From an optimization exercise on the open Yosys and OpenROAD flow, aimed at a short achievable clock period and few clock cycles; shortcuts taken in it are not production practice.
Only simulation tests tie the RTL to the original design; equivalence was not proved.
Power and IR drop assume default switching activity.

==> design/flow/design.v <==
`default_nettype none
module mips_core
(
   input  logic                    clk,
   input  logic                    reset,
   input  logic [32-1:0]  mem_data,
   output logic                    mem_read,
   output logic                    mem_write,
   output logic [32-1:0]  adr,
   output logic [32-1:0]  write_data,
   output logic                    halted
);
   localparam logic [5:0] OP_R = 6'b000000, OP_J = 6'b000010, OP_BEQ = 6'b000100,
                          OP_BNE = 6'b000101, OP_ADDI = 6'b001000, OP_ORI = 6'b001101,
                          OP_LW = 6'b100011, OP_SW = 6'b101011, OP_HALT = 6'b111111;
   localparam logic [5:0] F_SUB = 6'b100010, F_AND = 6'b100100, F_OR = 6'b100101,
                          F_XOR = 6'b100110, F_NOR = 6'b100111, F_SLT = 6'b101010;
   logic [5:0]  pc_f;
   logic        halted_r;
   logic        m_cyc;
   logic        m_st;
   logic [4:0]  m_rt;
   logic [31:0] maddr;
   logic [31:0] wdata_r;
   logic        d_v;
   logic [31:0] d_ir;
   logic [5:0]  d_pc;
   logic        d_pt;      
   logic        e_v;
   logic [31:0] e_a, e_b, e_t;    
   logic [4:0]  e_rs, e_rtn, e_dst;
   logic        e_bsel_reg;       
   logic        e_we, e_ld, e_st, e_br, e_bne, e_pt, e_halt;
   logic        e_sub, e_sel_sum, e_sel_and, e_sel_or, e_sel_xor, e_sel_nor, e_sel_slt;
   logic [5:0]  e_pc, e_tgt;
   logic        w_we;
   logic [4:0]  w_dst;
   logic [31:0] w_res;
   logic [31:0] rf [1:31];
   logic [31:0] b_eff, sum, res;
   logic        slt, eq, taken, mispred, e_go;
   assign b_eff = e_b ^ {32{e_sub}};
   assign sum   = e_a + b_eff + {31'b0, e_sub};
   assign slt   = (e_a[31] ^ e_b[31]) ? e_a[31] : sum[31];
   assign res   = ({32{e_sel_sum}} & sum)
                | ({32{e_sel_and}} & (e_a & e_b))
                | ({32{e_sel_or}}  & (e_a | e_b))
                | ({32{e_sel_xor}} & (e_a ^ e_b))
                | ({32{e_sel_nor}} & ~(e_a | e_b))
                | {31'b0, e_sel_slt & slt};
   assign eq      = (e_a == e_t);
   assign taken   = e_bne ? ~eq : eq;
   assign e_go    = e_v & ~m_cyc;                  
   assign mispred = e_go & e_br & (taken ^ e_pt);
   logic [5:0]  d_op, d_fn;
   logic [4:0]  d_rs, d_rt, d_rd;
   logic [31:0] d_zimm, d_av, d_tv;
   logic        d_is_r, d_is_imm;
   assign d_op   = d_ir[31:26];
   assign d_rs   = d_ir[25:21];
   assign d_rt   = d_ir[20:16];
   assign d_rd   = d_ir[15:11];
   assign d_fn   = d_ir[5:0];
   assign d_zimm = {16'b0, d_ir[15:0]};
   assign d_is_r = (d_op == OP_R);
   assign d_is_imm = (d_op == OP_ADDI) | (d_op == OP_ORI) | (d_op == OP_LW) | (d_op == OP_SW);
   logic [31:0] rf_a, rf_t;
   assign rf_a = (d_rs == 5'd0) ? '0 : rf[d_rs];
   assign rf_t = (d_rt == 5'd0) ? '0 : rf[d_rt];
   assign d_av = (e_v & e_we & (e_dst == d_rs)) ? res
               : (w_we & (w_dst == d_rs))       ? w_res : rf_a;
   assign d_tv = (e_v & e_we & (e_dst == d_rt)) ? res
               : (w_we & (w_dst == d_rt))       ? w_res : rf_t;
   logic [5:0] f_op;
   logic       f_pt, fetch_en, st_hit_e, st_hit_d;
   assign f_op = mem_data[31:26];
   assign f_pt = (f_op == OP_J)
               | ((f_op == OP_BEQ) & (mem_data[25:21] == mem_data[20:16]))
               | ((f_op == OP_BNE) & (mem_data[25:21] != mem_data[20:16]));
   assign fetch_en = ~m_cyc & ~halted_r;
   assign st_hit_e = m_cyc & m_st & e_v & (maddr[5:0] == e_pc);
   assign st_hit_d = m_cyc & m_st & d_v & (maddr[5:0] == d_pc);
   always_ff @(posedge clk)
   begin
      if (reset)
      begin
         pc_f     <= '0;
         halted_r <= 1'b0;
         m_cyc    <= 1'b0;
         d_v      <= 1'b0;
         e_v      <= 1'b0;
         w_we     <= 1'b0;
      end
      else if (~halted_r)
      begin
         w_we <= 1'b0;
         if (e_go & e_we)
         begin
            w_we  <= 1'b1;
            w_dst <= e_dst;
            w_res <= res;
         end
         if (m_cyc & ~m_st & (m_rt != 5'd0))
         begin
            w_we  <= 1'b1;
            w_dst <= m_rt;
            w_res <= mem_data;
         end
         if (m_cyc)
         begin
            m_cyc <= 1'b0;
            if (~m_st & (m_rt != 5'd0))
            begin
               if (e_rs == m_rt)                 e_a <= mem_data;
               if (e_bsel_reg & (e_rtn == m_rt)) e_b <= mem_data;
               if (e_rtn == m_rt)                e_t <= mem_data;
            end
            if (st_hit_e)
            begin
               e_v  <= 1'b0;
               d_v  <= 1'b0;
               pc_f <= e_pc;
            end
            else if (st_hit_d)
            begin
               d_v  <= 1'b0;
               pc_f <= d_pc;
            end
         end
         else
         begin
            if (e_go & (e_ld | e_st))
            begin
               m_cyc   <= 1'b1;
               m_st    <= e_st;
               m_rt    <= e_rtn;
               maddr   <= sum;
               wdata_r <= e_t;
            end
            if (e_go & e_halt)
               halted_r <= 1'b1;
            e_v        <= d_v & ~mispred;
            e_a        <= d_av;
            e_t        <= d_tv;
            e_b        <= d_is_r ? d_tv : d_zimm;
            e_bsel_reg <= d_is_r;
            e_rs       <= d_rs;
            e_rtn      <= d_rt;
            e_dst      <= d_is_r ? d_rd : d_rt;
            e_we       <= (d_is_r ? (d_rd != 5'd0) : (d_rt != 5'd0))
                        & (d_is_r | (d_op == OP_ADDI) | (d_op == OP_ORI));
            e_ld       <= (d_op == OP_LW);
            e_st       <= (d_op == OP_SW);
            e_br       <= (d_op == OP_BEQ) | (d_op == OP_BNE);
            e_bne      <= (d_op == OP_BNE);
            e_pt       <= d_pt;
            e_halt     <= (d_op == OP_HALT);
            e_pc       <= d_pc;
            e_tgt      <= d_ir[5:0];
            e_sub      <= d_is_r & ((d_fn == F_SUB) | (d_fn == F_SLT));
            e_sel_and  <= d_is_r & (d_fn == F_AND);
            e_sel_or   <= (d_is_r & (d_fn == F_OR)) | (d_op == OP_ORI);
            e_sel_xor  <= d_is_r & (d_fn == F_XOR);
            e_sel_nor  <= d_is_r & (d_fn == F_NOR);
            e_sel_slt  <= d_is_r & (d_fn == F_SLT);
            e_sel_sum  <= ~(d_is_r & ((d_fn == F_AND) | (d_fn == F_OR) | (d_fn == F_XOR)
                                      | (d_fn == F_NOR) | (d_fn == F_SLT)))
                          & (d_op != OP_ORI);
            d_v  <= ~mispred;
            d_ir <= mem_data;
            d_pc <= pc_f;
            d_pt <= f_pt;
            if (mispred)
               pc_f <= taken ? e_tgt : e_pc + 6'd1;
            else if (f_pt)
               pc_f <= mem_data[5:0];
            else
               pc_f <= pc_f + 6'd1;
         end
      end
   end
   always_ff @(posedge clk)
   begin
      if (w_we)
         rf[w_dst] <= w_res;
   end
   assign mem_write  = m_cyc & m_st;
   assign mem_read   = ~(m_cyc & m_st) & ~halted_r;
   assign adr        = {maddr[31:6], m_cyc ? maddr[5:0] : pc_f};
   assign write_data = wdata_r;
   assign halted     = halted_r;
endmodule
`default_nettype wire
==> design/flow/run.sh <==
#!/bin/bash
# synth_recipe.tcl (not shown) runs the flow's synth.tcl, then flattens the netlist and writes it again
# the make line also repeats each setting of config.mk as NAME=value (left out here)
make -C /OpenROAD-flow-scripts/flow DESIGN_CONFIG=/design/flow/config.mk WORK_HOME=/design/flow/orfs CLKGATE_MAP_FILE= SYNTH_SCRIPT=/design/flow/synth_recipe.tcl finish
==> design/flow/config.mk <==
export PLATFORM = sky130hd
export DESIGN_NAME = mips_core
export DESIGN_NICKNAME = mips_core
export VERILOG_FILES = /design/flow/design.v
export SDC_FILE = /design/flow/constraint.sdc
export NUM_CORES = 4
export LEC_CHECK = 0
export ABC_CLOCK_PERIOD_IN_PS = 3000
export CAP_MARGIN = 20
export CORE_MARGIN = 2
export CORE_UTILIZATION = 40
export SETUP_SLACK_MARGIN = 5
export SLEW_MARGIN = 20
export TNS_END_PERCENT = 100
==> design/flow/constraint.sdc <==
create_clock -name core_clock -period 10.5 [get_ports {clk}]
set_input_delay 2.1000 -clock core_clock [delete_from_list [all_inputs] [get_ports {clk}]]
set_output_delay 2.1000 -clock core_clock [all_outputs]
set_load 0.01 [all_outputs]
==> flow_summary.yaml <==
sta:
  period_share_pct: 45.8
  max_freq_mhz: 208
  rsz0062_at_grt: "no"
  slew_viol_final: 0
  max_slew.worst_pin.slew_ns: 1.14
  holdWs_ns: 0.427
  finalSetupViolations: 0
  layout_min_cycle_time_ns: 4.81
  hold_viol_final: 0
  fin_skew_ns: 0.0279
  worst_slack_ns: 5.69
  setup-tns-final_ns: 0
  relSlewSlack_pct: 24.1
global_routing:
  busiest_layer: "met2"
  grt_max_degree: 109
  met1_usage_pct: 31.5
  grt_use_met3_pct: 4.14
  grt_use_met2_pct: 38.3
  grt_pass1_vias: 37800
  antenna_found_initial: 6
  track_usage_pct: 23.3
  overflow: 0
  grt_pass1_wl_um: 275000
place:
  place.gp.congestion: 0.889
  preCtsSetupSlack_ns: 5.36
  placedInstanceArea_um2: 67800
  portBuffers: 100
  dp.cells: 5973
  place.detailed.hpwl_um: 112000
clocking:
  cts_hold_buf: 0
  cts-buffers-inserted: 137
  clockBufferDepth: 3
  cts_resized: 0
  cts_tree: "yes"
  cts-root-buf: "clkbuf_16"
  clk_latency_ns: 0.79
  clkTransAtPathRegs_ns: 0.06
  cts.sink_count: 1297
  cts_max_level: 4
  postCtsSetupRepairBufs: 0
logic_synthesis:
  synth_top_family_by_area: "multiplexers"
  postSynthCellCount: 3931
  synthTopCellsByCount: "1,276 x edfxtp_1, 532 x mux4_2, 189 x nor2_1"
  synth_top_area_share_pct: 59.4
  yosys.area_share.simple_pct: 4.28
  synth_compound_area_share_pct: 6.65
  async_flop_share_pct: 0
  ys_warn_count: 1
  synth_mux_area_share_pct: 22.3
  synthAdderAreaFrac_pct: 1.93
  ys_ff_latch: 1297
  ys_seq_area_share_pct: 60.1
  synth_area_um2: 64500
  yosysMostFrequentCell: "edfxtp_1"
  synth_xor_area_share_pct: 1.99
  yosysTopAreaCell: "edfxtp_1"
  syn-num-nets: 4064
  synth_cell_types: 78
  syn_avg_cell_area_um2: 16.4
  ys.flop_type: "edfxtp_1"
  synth_area_leaders: "edfxtp_1 59%, mux4_2 19%, mux2i_1 2.7%"
  synth_edf_count: 1276
pwr:
  ir_drop_v: 0.000185
  power_density_nw_per_um2: 182
  p_leak_nw: 23.8
  fin_total_pwr_mw: 13.2
critical_path:
  path_cells: "buf_4, and2_1, clkdlybuf4s50_1"
  path_buf_inv: 2
  max_stage_delay_ns: 0.58
  startpoint_type: "register"
  critPathTopFamily: "buffers and inverters"
  critPathSlowestCell: "clkdlybuf4s50_1"
  critPathKind: "reg2out"
  r2r_slack_ns: 5.82
  cp.arrival_ns: 2.71
  cp_max_fo: 50
  crit_path_end_kind: "output pin"
  worstPathRequired_ns: 8.40
drt:
  firstDrtPassIters: 6
  drc_errors: 0
  avgRoutedWirePerCell_um: 30.8
  ant_nets: 0
  vias_per_cell: 6.17
  dr.first_iter.drc_count: 4972
  vias: 38500
  totalWireLength_um: 192000
floorplan:
  fp.dieH_um: 406
  rows: 147
  start_util_pct: 40.2
  io_pins: 101
  die_width_um: 406
  core_um2: 160000
  fp.dieArea_um2: 164000
status:
  status: "complete, no violations"
final_layout:
  final_util_pct: 45.2
  stdcell_count: 6236
  regMostFlops: "rf"
  largest_register_ffs: 992
  final_area_um2: 72400
  area_growth_pct: 12.3
  nets: 4103
  drive_above_1_share_pct: 23.3
flow_run:
  maxCapViolCount: 0
hold_path:
  hold_path_class: "reg2reg"
[worst reg2reg max path, cell delays in order, from the launching register on]
cell	delay (ns)
dfxtp_4	0.86
buf_4	0.78
buf_12	0.59
mux4_2	0.48
mux4_2	0.53
and2_0	0.18
o21ai_0	0.68
a32o_1	0.23
o21ai_0	0.07
[cell families after synthesis]
family,count (synthesis)
compound gates,642
xor+xnor,145
flops,1297
buf+inv,389
fa+ha+maj,99
simple gates,595
mux,764
[layout by cell type, fill, tap and decap left out, types with 60 or more instances in the layout]
cell	instances
a211oi_1	85
nor2_1	155
inv_1	82
edfxtp_1	1276
clkdlybuf4s50_1	100
mux2_2	60
o21ai_0	112
nand2_1	176
clkbuf_16	144
mux4_2	532
a21oi_1	158
buf_4	82
ha_1	98
mux2i_1	172
xor2_1	105
[power breakdown]
| part | switching, mW | internal (mW) |
|---|---|---|
| logic | 1.32 | 0.989 |
| clock network | 2.06 | 2.72 |
| registers | 0.226 | 5.86 |
[routing by layer]
layer / routed length, um / up-vias
li1: - / 16200
met1: 76400 / 20100
met2: 93000 / 1866
met3: 16400 / 320
met4: 6460 / 4
met5: 31 / -
[worst paths after layout]
kind         startpoint   endpoint  depth (start not counted)
min                d_pt       e_pt                          0
min reg2reg        d_pt       e_pt                          0
max               m_cyc  mem_write                          3
max reg2reg    register    e_a[25]                          8
[final cells by class]
type | count | area, um2
repair buffers | 205 | 2020
clock buffers | 176 | 3750
fillers | 13800 | 88000
inverters | 84 | 315
well taps | 2160 | 2700
clock inverters | 68 | 578
multi-input cells | 2245 | 24300
flip-flops and latches | 1297 | 38800
diodes | 1 | 2.50
Testbench counts, summed over its fixed seeds: cycles 9,597.

-- re-timing with driven ports --
No port has a modelled driver above. Below, the same layout with a new extraction and two added sets of constraints. Step 1, drivers: a clkbuf_16 drives clk and a buf_2 each remaining input, both assumed. Step 2 adds t to the input delays and takes it off the output delays; t is the mean of the earliest and latest rising clock arrival at the registers after step 1. Input paths then give back, and output paths get back, about the clock's delay inside the block. Slacks: ideal / step 1 / step 2; pairs: ideal / step 1.
t (ns): 0.860
setup WS [ns]: 5.691 / 5.605 / 5.366
worst setup path after step 2: input to register
After both steps this run still meets setup and hold. The setup slack of this run moves by -0.086 ns with the drivers and by -0.325 ns with both steps.
